From an optimization exercise on the open Yosys and OpenROAD flow, aimed at small area; shortcuts taken in it are not production practice. Function was checked by simulation only, so behaviour that the tests miss may differ from the original. Power figures rest on the tool's default switching activity, not on a simulated workload.

==> v21: inputs <==
==> flow/design.v <==
package regfile_pkg;
   localparam int DEFAULT_DATA_WIDTH     = 32;
   localparam int DEFAULT_ADDR_WIDTH     = 5;
   localparam int DEFAULT_NUM_READ_PORTS = 2;
   localparam int ZERO_IDX = 0;
   function automatic int popcount_width(input int addr_width);
      popcount_width = addr_width + 1;
   endfunction
endpackage
module rf_read_mux (
   input  logic [31:1]       sel,
   input  logic              fwd,
   input  logic [31:0]       wdata,
   input  logic [31:1][31:0] mem,
   output logic [31:0]       data
);
   for (genvar b = 0; b < 32; b++) begin : g_bit
      logic [31:0] s, d;
      logic [9:0]  n;
      assign s = {sel, fwd};
      for (genvar r = 0; r < 32; r++) begin : g_in
         assign d[r] = (r == 0) ? wdata[b] : mem[r][b];
      end
      for (genvar g = 0; g < 10; g++) begin : g_aoi
         rf_aoi222 u_aoi (
            .a1(s[3*g]),   .a2(d[3*g]),
            .b1(s[3*g+1]), .b2(d[3*g+1]),
            .c1(s[3*g+2]), .c2(d[3*g+2]),
            .y (n[g])
         );
      end
      rf_or_tail u_tail (.n(n), .s(s[31:30]), .d(d[31:30]), .y(data[b]));
   end
endmodule
module rf_aoi222 (
   input  logic a1, a2, b1, b2, c1, c2,
   output logic y
);
   assign y = !((a1 && a2) || (b1 && b2) || (c1 && c2));
endmodule
module rf_or_tail (
   input  logic [9:0] n,
   input  logic [1:0] s,
   input  logic [1:0] d,
   output logic       y
);
   logic m0, m1, p1, p2, p3;
   rf_nand2 u_m0 (.a(s[0]), .b(d[0]), .y(m0));
   rf_nand2 u_m1 (.a(s[1]), .b(d[1]), .y(m1));
   rf_nand4 u_p1 (.a(n[0]), .b(n[1]), .c(n[2]), .d(n[3]), .y(p1));
   rf_nand4 u_p2 (.a(n[4]), .b(n[5]), .c(n[6]), .d(n[7]), .y(p2));
   rf_nand4 u_p3 (.a(n[8]), .b(n[9]), .c(m0), .d(m1), .y(p3));
   rf_or3   u_y  (.a(p1), .b(p2), .c(p3), .y(y));
endmodule
module rf_nand2 (
   input  logic a, b,
   output logic y
);
   assign y = !(a && b);
endmodule
module rf_nand4 (
   input  logic a, b, c, d,
   output logic y
);
   assign y = !(a && b && c && d);
endmodule
module rf_or3 (
   input  logic a, b, c,
   output logic y
);
   assign y = a || b || c;
endmodule
module rf_hold (
   input  logic q,
   input  logic hold,
   input  logic load,
   input  logic d,
   output logic y
);
   assign y = (q && hold) || (load && d);
endmodule
module rf_dec (
   input  logic [4:0]  idx,
   input  logic        en,
   output logic [31:1] dec
);
   logic [3:0] lo_n;
   logic [7:0] hi_n;
   for (genvar k = 0; k < 4; k++) begin : g_lo
      assign lo_n[k] = !(idx[1:0] == 2'(k));
   end
   for (genvar j = 0; j < 8; j++) begin : g_hi
      assign hi_n[j] = !(en && idx[4:2] == 3'(j));
   end
   for (genvar r = 1; r < 32; r++) begin : g_out
      assign dec[r] = !(lo_n[r % 4] || hi_n[r / 4]);
   end
endmodule
module rf_andor31 (
   input  logic [30:0] s,
   input  logic [30:0] d,
   output logic        y
);
   logic [9:0] n;
   logic       m, p1, p2, p3;
   for (genvar g = 0; g < 10; g++) begin : g_aoi
      rf_aoi222 u_aoi (
         .a1(s[3*g]),   .a2(d[3*g]),
         .b1(s[3*g+1]), .b2(d[3*g+1]),
         .c1(s[3*g+2]), .c2(d[3*g+2]),
         .y (n[g])
      );
   end
   rf_nand2 u_m  (.a(s[30]), .b(d[30]), .y(m));
   rf_nand4 u_p1 (.a(n[0]), .b(n[1]), .c(n[2]), .d(n[3]), .y(p1));
   rf_nand4 u_p2 (.a(n[4]), .b(n[5]), .c(n[6]), .d(n[7]), .y(p2));
   rf_nand3 u_p3 (.a(n[8]), .b(n[9]), .c(m), .y(p3));
   rf_or3   u_y  (.a(p1), .b(p2), .c(p3), .y(y));
endmodule
module rf_nand3 (
   input  logic a, b, c,
   output logic y
);
   assign y = !(a && b && c);
endmodule
module register_file_scoreboard (
   input  logic         Clk,
   input  logic         Reset,
   input  logic [9:0]   Read_Register,
   output logic [63:0]  Read_Data,
   output logic [1:0]   Read_Busy,
   input  logic [4:0]   Write_Register,
   input  logic [31:0]  Write_Data,
   input  logic         Sig_Reg_Write,
   input  logic [4:0]   Issue_Register,
   input  logic         Sig_Issue,
   output logic         Issue_Ready,
   input  logic         Flush,
   output logic [5:0]   Busy_Count
);
   logic [31:1][31:0] mem_q;
   logic [31:1]       valid_q;
   logic [31:1]       busy_q;
   logic [5:0]        count_q;
   logic              writable;
   logic [31:1]       wsel;      
   logic [31:1]       isel;      
   logic              accept;
   logic              dec;
   assign writable = Sig_Reg_Write && (Write_Register != 5'd0);
   rf_dec u_wdec (.idx(Write_Register), .en(Sig_Reg_Write), .dec(wsel));
   rf_dec u_idec (.idx(Issue_Register), .en(1'b1), .dec(isel));
   for (genvar r = 1; r < 32; r++) begin : g_reg
      logic [31:0] mem_d;
      logic        hold;
      assign hold = !wsel[r];
      for (genvar b = 0; b < 32; b++) begin : g_bit
         rf_hold u_hold (.q(mem_q[r][b]), .hold(hold), .load(wsel[r]), .d(Write_Data[b]),
                         .y(mem_d[b]));
      end
      always_ff @(posedge Clk) begin
         mem_q[r] <= mem_d;
      end
      always_ff @(posedge Clk or posedge Reset) begin
         if (Reset)
            valid_q[r] <= 1'b0;
         else if (wsel[r])
            valid_q[r] <= 1'b1;
      end
   end
   logic issue_busy;
   rf_andor31 u_ibusy (.s(isel), .d(busy_q), .y(issue_busy));
   rf_andor31 u_wbusy (.s(wsel), .d(busy_q), .y(dec));
   assign Issue_Ready = !issue_busy;
   assign accept      = Sig_Issue && Issue_Ready && !Flush && (Issue_Register != 5'd0);
   for (genvar r = 1; r < 32; r++) begin : g_busy
      always_ff @(posedge Clk or posedge Reset) begin
         if (Reset)
            busy_q[r] <= 1'b0;
         else
            busy_q[r] <= !Flush && ((accept && isel[r]) || (busy_q[r] && !wsel[r]));
      end
   end
   always_ff @(posedge Clk or posedge Reset) begin
      if (Reset)
         count_q <= '0;
      else if (Flush)
         count_q <= '0;
      else if (accept && !dec)
         count_q <= count_q + 6'd1;
      else if (dec && !accept)
         count_q <= count_q - 6'd1;
   end
   assign Busy_Count = count_q;
   for (genvar p = 0; p < 2; p++) begin : g_read
      logic [4:0]  idx;
      logic        fwd_hit;
      logic [31:1] rsel;
      logic [31:1] sel;
      assign idx     = Read_Register[p*5 +: 5];
      assign fwd_hit = writable && (Write_Register == idx);
      rf_dec u_rdec (.idx(idx), .en(!fwd_hit), .dec(rsel));
      assign sel = rsel & valid_q;
      rf_read_mux u_mux (
         .sel   (sel),
         .fwd   (fwd_hit),
         .wdata (Write_Data),
         .mem   (mem_q),
         .data  (Read_Data[p*32 +: 32])
      );
      rf_andor31 u_rbusy (.s(rsel), .d(busy_q), .y(Read_Busy[p]));
   end
endmodule
==> flow/flow/run.sh <==
#!/bin/bash
# The standard layout (standard.sh), with placement/CTS options changed:
# port buffers use the smallest buffer, and the clock tree uses clkbuf_8
# clusters without dummy loads. Synthesis, floorplan, power grid and routing
# are the standard flow's. Each tool's output is in orfs/logs; make's in flow.log.
set -euo pipefail
export BUFFER_PORTS_ARGS="-buffer_cell sky130_fd_sc_hd__buf_1"
export CTS_ARGS="-sink_clustering_enable -repair_clock_nets -dont_use_dummy_load -buf_list sky130_fd_sc_hd__clkbuf_8 -sink_clustering_size 16 -sink_clustering_max_diameter 50"
bash standard.sh finish > flow.log 2>&1
==> flow/standard.sh <==
#!/bin/bash
# synth_recipe.tcl (not shown) runs the flow's synth.tcl, then flattens the netlist and writes it again
# the make line also repeats each setting of config.mk as NAME=value (left out here)
make -C /OpenROAD-flow-scripts/flow DESIGN_CONFIG=/design/flow/config.mk WORK_HOME=/design/flow/orfs CLKGATE_MAP_FILE= SYNTH_SCRIPT=/design/flow/synth_recipe.tcl "${@:-finish}"
==> flow/config.mk <==
export PLATFORM = sky130hd
export DESIGN_NAME = register_file_scoreboard
export DESIGN_NICKNAME = register_file_scoreboard
export VERILOG_FILES = /design/flow/design.v
export SDC_FILE = /design/flow/constraint.sdc
export NUM_CORES = 4
export LEC_CHECK = 0
export CAP_MARGIN = 10
export CORE_AREA = 5 5 315 315
export DIE_AREA = 0 0 320 320
export SLEW_MARGIN = 10
export SYNTH_HIERARCHICAL = 1
==> flow/constraint.sdc <==
create_clock -name core_clock -period 8.0 [get_ports {Clk}]
set_input_delay 1.6000 -clock core_clock [delete_from_list [all_inputs] [get_ports {Clk}]]
set_output_delay 1.6000 -clock core_clock [all_outputs]
set_load 0.01 [all_outputs]
==> v32 (differences from v21) <==
--- a/flow/design.v
+++ b/flow/design.v
@@ -96,6 +96,22 @@
       assign dec[r] = !(lo_n[r % 4] || hi_n[r / 4]);
    end
 endmodule
+module rf_dec_all (
+   input  logic [4:0]  idx,
+   output logic [31:1] dec
+);
+   logic [3:0] lo_n;
+   logic [7:0] hi_n;
+   for (genvar k = 0; k < 4; k++) begin : g_lo
+      assign lo_n[k] = !(idx[1:0] == 2'(k));
+   end
+   for (genvar j = 0; j < 8; j++) begin : g_hi
+      assign hi_n[j] = !(idx[4:2] == 3'(j));
+   end
+   for (genvar r = 1; r < 32; r++) begin : g_out
+      assign dec[r] = !(lo_n[r % 4] || hi_n[r / 4]);
+   end
+endmodule
 module rf_andor31 (
    input  logic [30:0] s,
    input  logic [30:0] d,
@@ -149,7 +165,7 @@
    logic              dec;
    assign writable = Sig_Reg_Write && (Write_Register != 5'd0);
    rf_dec u_wdec (.idx(Write_Register), .en(Sig_Reg_Write), .dec(wsel));
-   rf_dec u_idec (.idx(Issue_Register), .en(1'b1), .dec(isel));
+   rf_dec_all u_idec (.idx(Issue_Register), .dec(isel));
    for (genvar r = 1; r < 32; r++) begin : g_reg
       logic [31:0] mem_d;
       logic        hold;
==> flow/flow/run.sh (replaced) <==
#!/bin/bash
# The standard layout (standard.sh), with placement/CTS options changed:
# port buffers use the smallest buffer, and the clock tree uses clkbuf_8
# clusters without dummy loads. Synthesis, floorplan, power grid and routing
# are the standard flow's. Each tool's output is in orfs/logs; make's in flow.log.
set -euo pipefail
export BUFFER_PORTS_ARGS="-buffer_cell sky130_fd_sc_hd__buf_1"
export CTS_ARGS="-sink_clustering_enable -repair_clock_nets -dont_use_dummy_load -buf_list sky130_fd_sc_hd__clkbuf_8 -sink_clustering_size 16 -sink_clustering_max_diameter 80"
bash standard.sh finish > flow.log 2>&1
- CAP_MARGIN: 10 -> 20
- PLACE_DENSITY: default -> 0.5
- SLEW_MARGIN: 10 -> 20
==> run summary <==
Status
The flow ran to the end and the layout has no timing, DRC or antenna violations.

Critical path
Data on the critical path arrives at its endpoint at ~5700 ps.

Clock network
The clock buffer count from CTS is 77.

Global route
The first global-routing pass estimated slightly above 300 mm of wire.

STA
Hold timing on the final database bottoms out at a slack of between 400 and 500 ps.

Power
The switching share of power is 0.296.

Yosys
The share of synthesized area in the top cell type comes to 0.476.
The numbers above come from v32.

==> run summary <==
Yosys
The area share of the largest cell type after synthesis is 0.476.

Critical path
For the worst setup path, the data arrival time is roughly 5500 ps.

STA
Hold timing on the final database bottoms out at a slack of 474 ps.

Global route
The first-pass GRT wire length is 289 mm.

Clock network
The clock buffer count from CTS is roughly 110.

Status
The flow ran to the end and the layout has no timing, DRC or antenna violations.
The numbers above come from v21.

-- separate check: timing with driven ports --
The results above use ideal ports. As a check the final layouts listed here were re-extracted and re-timed, cells and wires unchanged.
Step 1 sets driving cells, clkbuf_16 on the clock port and buf_2 on the other inputs (assumed; they add their load-dependent delay and slew).
Step 2 also shifts input and output timing later by t, the mid clock arrival at the registers, as if the neighbouring blocks saw the same clock.
Slacks: ideal ports / drivers / drivers and shift; pairs: ideal ports / drivers.
| run | t, ns | slack for setup (ns) | worst setup path at the end | clock arrival spread, ns | worst register clock-pin slew, ns |
|---|---|---|---|---|---|
| v21 | 0.837 | 0.908 / 0.886 / 0.886 | input to output | 0.134 / 0.134 | 0.11 / 0.11 |
| v32 | 0.819 | 0.713 / 0.644 / 0.644 | input to output | 0.060 / 0.061 | 0.11 / 0.11 |
After both steps every run listed still meets setup and hold. The setup slack of v32, which loses most, moves by -0.069 ns with the drivers and by -0.069 ns with both steps.
